Background: an optimization exercise with open tools, aiming at small area, a short achievable clock period and few clock cycles per item. Do not read the settings as production practice. At most, simulation tests tie the RTL to the original design; equivalence was not proved. No functional check of the RTL was part of run 2.

## flow/design.v (module list and top-level ports; edited modules follow where they fit)
// module poly_horner_seq: 1839 lines
// module phs_fa: 5 lines
module poly_horner_seq (
    input  logic               clk,
    input  logic               rst,
    input  logic               coeff_we,
    input  logic [3:0]         coeff_addr,
    input  logic signed [15:0] coeff_wdata,
    input  logic signed [15:0] x,
    input  logic               start,
    output logic               busy,
    output logic               done,
    output logic signed [31:0] sum,
    output logic               ovf
);
  // ...
==> flow/run.sh <==
#!/bin/bash
# synth_recipe.tcl (not shown) runs the flow's synth.tcl, then flattens the netlist and writes it again
# the make line also repeats each setting of config.mk as NAME=value (left out here)
make -C /OpenROAD-flow-scripts/flow DESIGN_CONFIG=/design/flow/config.mk WORK_HOME=/design/flow/orfs CLKGATE_MAP_FILE= SYNTH_SCRIPT=/design/flow/synth_recipe.tcl finish
==> flow/config.mk <==
export PLATFORM = sky130hd
export DESIGN_NAME = poly_horner_seq
export DESIGN_NICKNAME = poly_horner_seq
export VERILOG_FILES = /design/flow/design.v
export SDC_FILE = /design/flow/constraint.sdc
export NUM_CORES = 4
export LEC_CHECK = 0
export ABC_AREA = 1
export CAP_MARGIN = 0
export CORE_MARGIN = 2
export CORE_UTILIZATION = 40
export SETUP_SLACK_MARGIN = 3.7
export SLEW_MARGIN = 0
export SYNTH_HIERARCHICAL = 1
export SYNTH_MINIMUM_KEEP_SIZE = 0
export TNS_END_PERCENT = 5
==> flow/constraint.sdc <==
create_clock -name core_clock -period 9.0 [get_ports {clk}]
set_input_delay 1.8000 -clock core_clock [delete_from_list [all_inputs] [get_ports {clk}]]
set_output_delay 1.8000 -clock core_clock [all_outputs]
set_load 0.01 [all_outputs]
==> summary.txt, run 1 <==
* Status: timing/DRC/antenna clean
* Number of flops mapped to enable cells by yosys at around 210
* Total core area at 56600 um^2
* Hold wc startpoint: r_cval[5]
* Slowest stage delay, CP at 0.61 ns
* Warnings from Yosys at 7
* Dominant cell type by area after synthesis: edfxtp_1
* Non-clock buffer share at 0.0648
* M2 GR Usage at 0.351
* Critical path class: register to output port
* Async S/R FF share, synth at 0.152
* Number of flip-flops in the largest register at about 180
* Total routed wirelength at between 60 and 70 mm
* Layout clock buffers at 37
* Largest regs: r_coeff (176), r_acc (32), r_c (17)
* Final Util at 0.463
* FF/Latch Area at 7690 um^2
* Vias in the first global route at roughly 18k
* Mapped Cells at about 2.3k
* Synth Area in XOR/XNOR at 0.117
* PortBufs at 74
* Synthesized area at 23000 um^2
* Seq cells at approximately 270
* Count of multi-input combinational gates at roughly 1.7k
* Routed met1 length at about 29 mm
* Area grow syn2layout at 14.0%
* Most used DFF post-synth: edfxtp_1
* Initial DRC Count at 1643
Testbench counts, summed over its fixed seeds: cycles 14,440, evals 1,280.
==> run 2, diff against run 1 <==
--- a/flow/design.v
+++ b/flow/design.v
@@ -12,17 +12,17 @@
     output logic signed [31:0] sum,
     output logic               ovf
 );
     logic signed [15:0] r_coeff [0:10];
     logic [10:0]        r_cval;
     logic [7:0]         r_bone, r_btwo, r_bneg;
     logic signed [31:0] r_acc;
     logic signed [16:0] r_c, w_cn, w_n7;
-    logic               r_ge, r_cneg, w_ge, w_cy15;
+    logic               r_ge, r_cneg, w_ge, w_cy15, r_hi_one, r_hi_zero;
     logic [16:0]        w_y;
     logic signed [16:0] w_craw;
     logic               w_n7n;
     logic [3:0]         r_idx, w_idx_n, w_idx_r;
     logic               r_busy, r_done, r_ovf;
     logic signed [15:0] w_c, w_crd, w_c9;
     logic [7:0]         w_xone, w_xtwo, w_xneg;
     logic [47:0]        w_ra, w_rb;
@@ -1778,17 +1778,17 @@
     assign w_s[28] = w_p0[28] ^ pg892;
     assign w_s[29] = w_p0[29] ^ pg894;
     assign w_s[30] = w_p0[30] ^ pg896;
     assign w_s[31] = w_p0[31] ^ pg898;
     assign w_c31 = pg898;
     assign w_cy15 = pg850;
     assign w_hi_one = ((w_ra[32] ^ w_rb[32]) ^ (w_ra[31] & w_rb[31])) & ((w_ra[33] ^ w_rb[33]) ^ (w_ra[32] & w_rb[32])) & ((w_ra[34] ^ w_rb[34]) ^ (w_ra[33] & w_rb[33])) & ((w_ra[35] ^ w_rb[35]) ^ (w_ra[34] & w_rb[34])) & ((w_ra[36] ^ w_rb[36]) ^ (w_ra[35] & w_rb[35])) & ((w_ra[37] ^ w_rb[37]) ^ (w_ra[36] & w_rb[36])) & ((w_ra[38] ^ w_rb[38]) ^ (w_ra[37] & w_rb[37])) & ((w_ra[39] ^ w_rb[39]) ^ (w_ra[38] & w_rb[38])) & ((w_ra[40] ^ w_rb[40]) ^ (w_ra[39] & w_rb[39])) & ((w_ra[41] ^ w_rb[41]) ^ (w_ra[40] & w_rb[40])) & ((w_ra[42] ^ w_rb[42]) ^ (w_ra[41] & w_rb[41])) & ((w_ra[43] ^ w_rb[43]) ^ (w_ra[42] & w_rb[42])) & ((w_ra[44] ^ w_rb[44]) ^ (w_ra[43] & w_rb[43])) & ((w_ra[45] ^ w_rb[45]) ^ (w_ra[44] & w_rb[44])) & ((w_ra[46] ^ w_rb[46]) ^ (w_ra[45] & w_rb[45])) & ((w_ra[47] ^ w_rb[47]) ^ (w_ra[46] & w_rb[46]));
     assign w_hi_zero = ~((w_ra[32] ^ w_rb[32]) ^ (w_ra[31] | w_rb[31])) & ~((w_ra[33] ^ w_rb[33]) ^ (w_ra[32] | w_rb[32])) & ~((w_ra[34] ^ w_rb[34]) ^ (w_ra[33] | w_rb[33])) & ~((w_ra[35] ^ w_rb[35]) ^ (w_ra[34] | w_rb[34])) & ~((w_ra[36] ^ w_rb[36]) ^ (w_ra[35] | w_rb[35])) & ~((w_ra[37] ^ w_rb[37]) ^ (w_ra[36] | w_rb[36])) & ~((w_ra[38] ^ w_rb[38]) ^ (w_ra[37] | w_rb[37])) & ~((w_ra[39] ^ w_rb[39]) ^ (w_ra[38] | w_rb[38])) & ~((w_ra[40] ^ w_rb[40]) ^ (w_ra[39] | w_rb[39])) & ~((w_ra[41] ^ w_rb[41]) ^ (w_ra[40] | w_rb[40])) & ~((w_ra[42] ^ w_rb[42]) ^ (w_ra[41] | w_rb[41])) & ~((w_ra[43] ^ w_rb[43]) ^ (w_ra[42] | w_rb[42])) & ~((w_ra[44] ^ w_rb[44]) ^ (w_ra[43] | w_rb[43])) & ~((w_ra[45] ^ w_rb[45]) ^ (w_ra[44] | w_rb[44])) & ~((w_ra[46] ^ w_rb[46]) ^ (w_ra[45] | w_rb[45])) & ~((w_ra[47] ^ w_rb[47]) ^ (w_ra[46] | w_rb[46]));
-    assign w_sovf = ~((w_hi_one & w_s[31]) | (w_hi_zero & ~w_s[31]));
+    assign w_sovf = ~((r_hi_one & r_acc[31]) | (r_hi_zero & ~r_acc[31]));
     assign w_y    = {2'b00, w_ra[14:0]} + {2'b00, w_rb[14:0]} +
                     {2'b00, ~w_craw[14:0]} + 17'd1;
     assign w_ge   = w_cy15 ? w_y[16] : (w_y[16] | w_y[15]);
     assign w_chi  = ~r_acc[31] & (&r_acc[30:15]) & r_cneg & r_ge;
     assign w_clo  = r_acc[31] & ~(|r_acc[30:15]) & ~r_cneg & ~r_ge;
     always_ff @(posedge clk or posedge rst) begin
         if (rst) begin
             r_busy <= 1'b0;
@@ -1819,28 +1819,30 @@
     end
     always_ff @(posedge clk) begin
         if (w_wr) r_coeff[coeff_addr] <= coeff_wdata;
     end
     always_ff @(posedge clk) begin
         r_c     <= w_cn;
         r_ge    <= w_ge;
         r_cneg  <= w_craw[15];
+        r_hi_one  <= w_hi_one;
+        r_hi_zero <= w_hi_zero;
         if (w_acc_st | r_busy) begin
             r_acc <= w_s;
         end
         if (w_acc_st) begin
             r_ovf <= 1'b0;
         end else if (r_busy | r_done) begin
-            r_ovf <= r_ovf | (r_busy & w_sovf) | w_chi | w_clo;
+            r_ovf <= r_ovf | w_sovf | w_chi | w_clo;
         end
     end
     assign busy = r_busy;
     assign done = r_done;
     assign sum  = r_acc;
-    assign ovf  = r_ovf | (r_done & (w_chi | w_clo));
+    assign ovf  = r_ovf | (r_done & (w_sovf | w_chi | w_clo));
 endmodule
 `default_nettype wire
 module phs_fa (input logic a, input logic b, input logic c,
                output logic s, output logic co);
     assign s  = a ^ b ^ c;
     assign co = (a & b) | (a & c) | (b & c);
 endmodule
==> flow/config.mk (replaced) <==
export PLATFORM = sky130hd
export DESIGN_NAME = poly_horner_seq
export DESIGN_NICKNAME = poly_horner_seq
export VERILOG_FILES = /design/flow/design.v
export SDC_FILE = /design/flow/constraint.sdc
export NUM_CORES = 4
export LEC_CHECK = 0
export ABC_AREA = 1
export CAP_MARGIN = 20
export CORE_MARGIN = 2
export CORE_UTILIZATION = 40
export SETUP_SLACK_MARGIN = 3.7
export SLEW_MARGIN = 20
export SYNTH_HIERARCHICAL = 1
export SYNTH_MINIMUM_KEEP_SIZE = 0
==> summary.txt, run 2 <==
* Status: timing/DRC/antenna clean (unchanged)
* Fillers at 5449 (was 5242)
* Syn Nets at 2856 (was 2689)
* WP data arrival at 5.57 ns (was 3.35 ns)
* Worst skew pair latency at 0.55 ns (was 0.60 ns)
* Antenna cells at 0 (was 1)
* CP top delay family: adder cells (was buffers and inverters)
* Reg2Reg Launch Point: r_bone[0] (was r_acc[30])
* Syn avg cell area at 9.58 um^2 (was 9.97 um^2)
* Multi-input gate area at 14300 um^2 (was 14000 um^2)
* WHS Endpoint: r_cval[0] (was r_cval[5])
* Total routed wirelength at 69.8 mm (was 68.3 mm)
* Most frequent cells in the layout: nand2_1 (416), xor2_1 (274), o22ai_1 (269), inv_1 (235), fa_1 (232) (was nand2_1 (361), xor2_1 (294), o22ai_1 (263), fa_1 (232), edfxtp_1 (208))
* WP data required at 9.47 ns (was 7.20 ns)
* Leading cell types by total area after synthesis: edfxtp_1 (26%), fa_1 (20%), xor2_1 (10%), o22ai_1 (7.1%), nand2_1 (6.6%) (was edfxtp_1 (27%), fa_1 (20%), xor2_1 (11%), o22ai_1 (7.2%), ha_1 (5.9%))
* H-tree levels at 2 (was 1)
* WL met2 at 34.5 mm (was 30.9 mm)
* Most used DFF post-synth: edfxtp_1 (unchanged)
* Hold Slack at 0.454 ns (was 0.460 ns)
* Async S/R FF share, synth at 0.151 (was 0.152)
* Initial Utilization at 0.403 (was 0.406)
* Slew headroom at 0.248 (was 0.210)
* Synth Area in Adders at 0.253 (was 0.262)
* Most frequent CP cell: fa_1
* Worst-margin pin slew at 1.12 ns (was 1.18 ns)
* Routed met1 length at 28.0 mm (was 29.3 mm)
* Initial antenna violation count at 1 (was 0)
* Slowest stage delay, CP at 0.53 ns (was 0.61 ns)
* I/O Pins at 75 (unchanged)
* GR Overflow Total at 0 (unchanged)
* Startpoint class of the critical path: register (unchanged)
* Routed vias/inst at 5.58 (was 5.67)
* Vias in the first global route at 18.7k (was 17.9k)
* Mux cell area share after synthesis at 0 (unchanged)
* Most common cell after layout, fill and taps aside: nand2_1 (unchanged)
* Met3 Wirelength at 4.39 mm (was 5.56 mm)
* Initial DRC Count at 1748 (was 1643)
* PortBufs at 74 (unchanged)
* RSZ-0062 raised after global routing: false (was true)
* #FFs+latches synth at 271 (was 269)
* Synth Area in XOR/XNOR at 0.104 (was 0.117)
* Root buf cell: clkbuf_16 (unchanged)
* R2R cell count at 17 (was 18)
* Crit-path max FO at 32 (was 18)
* Hold-fix buffers at CTS at 0 (unchanged)
* Post-route setup TNS at 0 ns (unchanged)
* Number of flip-flops in the largest register at 176 (unchanged)
* Max Used Layer: met5 (was met4)
* CTS tree: yes (unchanged)
* Layout Nets at 2893 (was 2751)
* Post-synthesis simple-gate area fraction at 0.131 (was 0.117)
* DR WL/cell at 21.1 um (was 21.7 um)
* TritonCTS Buffers at 34 (was 30)
* Final setup vio count at 0 (unchanged)
* Slowest-stage cell, CP: fa_1 (was clkdlybuf4s50_1)
* Vias at 18.5k (was 17.8k)
* Worst-case clock buffer depth at 3 (unchanged)
* Clock Pin Slew Worst Setup and Hold Paths at 0.05 ns (was 0.07 ns)
* Synthesized area at 23700 um^2 (was 23000 um^2)
* Number of flops mapped to enable cells by yosys at 208 (unchanged)
* Die extent in x at 247 um (was 244 um)
* Die Span Y at 247 um (was 244 um)
* DRT Pass-1 Iters at 6 (unchanged)
* Top-area cell type share of the netlist area at 0.263 (was 0.272)
* Commonest cells in the netlist: nand2_1 (418), xor2_1 (276), o22ai_1 (269), inv_1 (257), fa_1 (232) (was nand2_1 (363), xor2_1 (294), o22ai_1 (263), fa_1 (232), edfxtp_1 (208))
* Share of cells above drive strength 1 at 0.0910 (was 0.107)
* DRC violations left at 0 (unchanged)
* Warnings from Yosys at 7 (unchanged)
* R2R Setup Slk at 3.90 ns (about the same)
* Total core area at 58800 um^2 (was 56600 um^2)
* Mapped Cells at 2475 (was 2308)
* WP depth at 17 (was 7)
* Max-slew violation count at 0 (unchanged)
* Routability cong. at 0.884 (was 0.906)
* HPWL Detailed at 47.6 mm (was 45.6 mm)
* Dominant cell type by area after synthesis: edfxtp_1 (unchanged)
* Fin. Hold Viols at 0 (unchanged)
* Largest net degree at the start of global routing at 97 (was 82)
* CTS sink count at 271 (was 269)
* Total die area at 61200 um^2 (was 59400 um^2)
* Fmax at 196 MHz (was 194 MHz)
* Final ANT Viol Nets at 0 (unchanged)
* Top-count cell post-synth: nand2_1 (unchanged)
* Sequential-to-total area share from yosys stat at 0.325 (was 0.334)
* Reg2reg end: r_ge (was r_ovf)
* Critical path class: register to register (was register to output port)
* Clock period minus worst slack at 5.10 ns (was 5.15 ns)
* Area grow syn2layout at 13.2% (was 14.0%)
* Clock Skews at 0.0237 ns (was 0.0147 ns)
* Cells along the critical path: inv_1, buf_8, o22ai_1, xor2_1, fa_1, fa_1, fa_1, fa_1, inv_1, fa_1, inv_1, ha_1, nand2_1, nor4_2, o21ai_1, and3_1, o21bai_1 (was clkinv_2, nor4_1, nand3_1, o31ai_2, inv_1, o21ai_1, clkdlybuf4s50_1)
* Post-synthesis compound-gate area fraction at 0.111 (was 0.109)
* Hold crit path type: register to register (unchanged)
* Fin crit share at 0.567 (was 0.572)
* FF/Latch Area at 7730 um^2 (was 7690 um^2)
* Placement Rows at 89 (was 87)
* Global-route wire length before repair at 109 mm (was 105 mm)
* Netlist cell types at 50 (was 52)
* Layout Cells excl Fill at 3311 (was 3149)
* DP Cell Count at 3189 (was 3011)
* Main combinational cell family by area after synthesis: adder cells (unchanged)
* Hold path depth at 2 (unchanged)
* Maxcap violations at 0 (unchanged)
* Largest regs: r_coeff (176), r_acc (32), r_c (17) (unchanged)
* CP bufs+invs at 4 (was 3)
* CP Capture Type: register (was output port)
* Hold wc startpoint: r_cval[0] (was r_cval[5])
* Reg with most FFs: r_coeff (unchanged)
* Total GRT Usage at 0.230 (was 0.226)
-- run 2: per-stage QoR --
step	utilization	area, um^2	worst slack, ns
after floorplan	-	23700	4.10
after detailed placement	0.425	25000	3.37
final	0.456	26800	3.90
after global placement	0.425	25000	3.23
after global routing	0.456	26800	3.70
after CTS	0.448	26300	3.71
-- run 2: metal layers --
metal / global-route usage / up-vias
li1: - / 8417
met1: 0.290 / 9176
met2: 0.390 / 702
met3: 0.0386 / 177
met4: 0.0946 / 2
met5: 0 / -
-- run 2: cell families (layout without fill, tap and decap cells) --
logic type / count (synthesis) / count (layout)
AND/OR/NAND/NOR: 701 / 701
buffers and inverters: 444 / 507
AO/OA/AOI/OAI: 436 / 436
adder cells (fa/ha/maj): 341 / 341
XOR/XNOR: 282 / 282
flip-flops: 271 / 271
-- run 2: area by class of cell --
class / count / area share
multi-input combinational: 1760 / 0.535
clock buffer: 48 / 0.0352
inverter: 278 / 0.0431
tap: 773 / 0.0361
clock inverter: 14 / 0.00630
timing repair buffer: 167 / 0.0566
sequential: 271 / 0.288
-- run 2: how the worst max path moves through the flow --
stage,startpoint,end,slack (ns)
finish,r_bone[0],r_ge,3.90
global route,r_bone[0],r_ge,3.70
CTS,r_acc[4],r_ge,3.71
detailed placement,r_btwo[0],r_acc[17],3.37
global placement,r_btwo[5],r_ge,3.23
floorplan,r_bneg[0],r_acc[16],4.10
-- run 2: repair_timing --
| item | in CTS | in global routing |
|---|---|---|
| endpoints found under the setup margin | 20 | 16 |
| gates resized for setup | 23 | 32 |
| buffers inserted | 15 | 45 |
| pin swaps | 0 | 1 |
-- run 2: worst register-to-register path, delay by kind of cell (launching register included) --
family / cells / cell delay (ns)
simple gates: 3 / 0.61
fa+ha+maj: 6 / 2.78
flops: 1 / 0.42
xor+xnor: 1 / 0.18
buf+inv: 4 / 0.48
compound gates: 3 / 0.54
-- run 2: modules after synthesis, one instance, submodules excluded --
module,copies in the design,cells
phs_fa,214,1
poly_horner_seq,1,2261

[afterwards: timing with drivers on the ports]
How much do the figures lean on ideal ports? The routed layouts below were timed once more, with nothing changed but the port constraints. Step 1: set_driving_cell puts a clkbuf_16 on clk and a buf_2 on each other input, an assumption about the parent block. Step 2 adds t to the input delays and takes it off the output delays; t is the mean of the earliest and latest rising clock arrival at the registers after step 1. Input paths then give back, and output paths get back, about the clock's delay inside the block. Three values: ideal, step 1, step 2; two values: the first two.
| run | t, ns | setup slack, ns | clock arrival spread, ns | cell pins on the clock port's net |
|---|---|---|---|---|
| run 1 | 0.657 | 3.852 / 3.792 / 3.861 | 0.016 / 0.015 | 1 |
| run 2 | 0.601 | 3.899 / 3.875 / 3.899 | 0.029 / 0.029 | 1 |
After both steps every run listed still meets setup and hold.
